Source: an optimization exercise on an open RTL-to-GDS flow (aim: small area and a short achievable clock period). Production flows keep margins and buffers that such runs may drop. Only simulation tests tie the RTL to the original design; equivalence was not proved.

## main
==> flow/design.v (excerpt) <==
module processor (
   input  logic        clk,
   input  logic        rst_n,
   input  logic        boot_done,
   output logic [11:0] status,
   output logic [15:0] instr_ptr,
   input  logic        instr_valid,
   input  logic [31:0] cur_instr,
   output logic        cache_wr_en,
   output logic [15:0] cache_wr_addr,
   output logic [15:0] cache_wr_data,
   input  logic        cache_wr_done,
   output logic        cache_rd_en,
   output logic [15:0] cache_rd_addr,
   input  logic [15:0] cache_rd_data,
   input  logic        cache_rd_done
);
   logic ex, ww, rw, hl;
   logic [7:0]  bad_op;
   logic [15:0] vld;
   logic [15:0] regs [16];
   logic [3:0]  ld_idx;    
   logic        pv;        
   logic        fp;        
   logic [3:0]  f_q;       
   logic        c_sub, c_add, c_tst, c_shl, c_sra;
   logic        c_b, c_and, c_or, c_xor, c_sl, c_sr, c_sum;
   logic [3:0]  p_idx;
   logic [15:0] p_a, p_b;
   wire [7:0]  op  = cur_instr[31:24];
   wire [3:0]  r1  = cur_instr[19:16];
   wire [3:0]  r2  = cur_instr[11:8];
   wire [15:0] imm = cur_instr[15:0];
   wire [15:0] tgt = cur_instr[23:8];
   wire accept   = ex & instr_valid;
   wire op_hi0   = (op[7:5] == 3'b000);
   wire invalid  = op[7] | op[6] | (op[5] & (op[4:0] != 5'd0));
   wire is_load  = op_hi0 & ((op[4:0] == 5'd1) | (op[4:0] == 5'd2));
   wire is_store = op_hi0 & ((op[4:0] == 5'd15) | (op[4:0] == 5'd16));
  ...
For scale: about 1700 cells after synthesis, about 380 flip-flops, about 130 I/O pins.
clock: 7.0 ns
lec_check: 0
cap_margin: 20
core_margin: 2
core_utilization: 60
cts_buf_list: sky130_fd_sc_hd__clkbuf_16
cts_cluster_diameter: 60
cts_cluster_size: 30
place_density: 0.75
setup_slack_margin: 3.5
slew_margin: 20
standard.sh (not shown) runs the stock make flow with config.mk's settings and CLKGATE_MAP_FILE= SYNTH_SCRIPT=/design/flow/synth_recipe.tcl, a recipe that flattens the netlist after the stock synthesis.
==> flow/flow/run.sh <==
#!/bin/bash
# Layout flow: the standard flow (standard.sh) with its standard
# synthesis, unchanged except that the port buffers are plain buffers
# (buf_2) instead of the delay cells buffer_ports picks by default.
# make's output goes to flow_make.log in this folder; each ORFS step keeps
# its own full log under orfs/logs/.
set -euo pipefail
export BUFFER_PORTS_ARGS="-buffer_cell sky130_fd_sc_hd__buf_2"
bash standard.sh finish > flow_make.log 2>&1
test -s out/final.def
main | status: complete | timing, DRC, antenna: pass
### main -> the feature branch
--- a/flow/design.v
+++ b/flow/design.v
@@ -157,25 +157,24 @@
          5'd28: taken = f_c | f_z;
          5'd29: taken = f_o;
          5'd30: taken = ~f_o;
          5'd31: taken = f_s;
          5'd0:  taken = op[5] & ~f_s;    
          default: taken = 1'b0;
       endcase
    end
    logic [15:0] ip_n, ip_t;
    logic        ip_sel;
    assign instr_ptr = ip_sel ? ip_t : ip_n;
    wire [15:0] ip_inc = {instr_ptr[15:2] + 14'd1, instr_ptr[1:0]};
-   wire        upd    = accept & ~invalid & ~stall;
    wire        we_any = rd_fin | pv;
    wire [3:0]  widx   = rw ? ld_idx : p_idx;
    wire [15:0] wdata  = rw ? cache_rd_data : p_res;
    always_ff @(posedge clk) begin
       for (int i = 0; i < 16; i++) begin
          if (we_any && widx == 4'(i)) regs[i] <= wdata;
       end
    end
    always_ff @(posedge clk or negedge rst_n) begin
       if (!rst_n) begin
          vld <= '0;
       end else if (we_any) begin
@@ -191,57 +190,57 @@
          bad_op      <= '0;
          ip_n        <= '0;
          ip_sel      <= 1'b0;
          cache_wr_en <= 1'b0;
          cache_rd_en <= 1'b0;
          pv          <= 1'b0;
          fp          <= 1'b0;
          f_q         <= '0;
       end else begin
          pv          <= accept & is_wop;
          fp          <= accept & is_fop;
          f_q         <= accept ? 4'd0 : {f_o, f_c, f_z, f_s};
-         ip_n        <= upd ? ip_inc : instr_ptr;
-         ip_sel      <= upd & taken;
          cache_wr_en <= wr_issue;
          cache_rd_en <= rd_issue;
          if (!ex && !ww && !rw && !hl && boot_done) ex <= 1'b1;
          if (accept) begin
             if (invalid) begin
                ex     <= 1'b0;
                hl     <= 1'b1;
                bad_op <= op;
             end else if (!stall) begin
+               ip_n      <= ip_inc;
+               ip_sel    <= taken;
                if (wr_issue) begin
                   ex <= 1'b0;
                   ww <= 1'b1;
                end
                if (rd_issue) begin
                   ex <= 1'b0;
                   rw <= 1'b1;
                end
             end
          end
          if (wr_fin) begin
             ww <= 1'b0;
             ex <= 1'b1;
          end
          if (rd_fin) begin
             rw <= 1'b0;
             ex <= 1'b1;
          end
       end
    end
    always_ff @(posedge clk) begin
-      ip_t  <= (op[4:0] == 5'd17) ? ra : tgt;
+      if (accept && !invalid && !stall) ip_t <= (op[4:0] == 5'd17) ? ra : tgt;
       p_a   <= ra;
       p_b   <= fwd_b ? (p_res ^ {16{b_inv}}) : p_b_q;
       c_sub <= (op[3:0] == 4'd6) | (op[3:0] == 4'd13);
       c_add <= (op[3:0] == 4'd5);
       c_tst <= (op[3:0] == 4'd14);
       c_shl <= (op[3:0] == 4'd10);
       c_sra <= (op[3:0] == 4'd11);
       c_b   <= (op[3:0] == 4'd3) | (op[3:0] == 4'd4);
       c_and <= (op[3:0] == 4'd7);
       c_or  <= (op[3:0] == 4'd8);
       c_xor <= (op[3:0] == 4'd9);
       c_sl  <= (op[3:0] == 4'd10);
Findings:
- The feature branch vs. main: layout clock buffer count increased 1, final cell count increased 76, fmax increased 3.9 MHz.
- The feature branch falls short of main in sum of routed wire length over all layers.
- Going from main to the feature branch, the register share of the cell area was found to have gone down by 0.96 points.
- Comparing the feature branch and main, the higher slack of the critical path was measured on the feature branch.
- Per the comparison of the feature branch with main, wire length of the first global-routing pass saw an increase, placer congestion estimate climbed 2.3%, finished layout cell area increased 820 um^2.

[port drivers added, routing unchanged]
The results above use ideal ports. As a check the final layouts listed here were re-extracted and re-timed, cells and wires unchanged.
Step 1, drivers: a clkbuf_16 drives clk and a buf_2 each remaining input, both assumed.
Step 2 times the ports against the registers' clock, not the clock port: input delays grow and output delays shrink by t, the midpoint of the rising clock arrivals with the driver on.
Three values: ideal ports, drivers, drivers and shift; two values: the first two.
| run | shift t [ns] | setup slack, ns | worst register clock-pin slew, ns | worst slew at a driven data input, ns |
|---|---|---|---|---|
| main | 0.641 | 3.411 / 3.438 / 2.797 | 0.11 / 0.11 | 0.08 |
| the feature branch | 0.637 | 3.461 / 3.381 / 2.745 | 0.10 / 0.10 | 0.15 |
After both steps setup and hold are still met in every run listed. The setup slack of the feature branch, which loses most, moves by -0.080 ns with the drivers and by -0.716 ns with both steps.
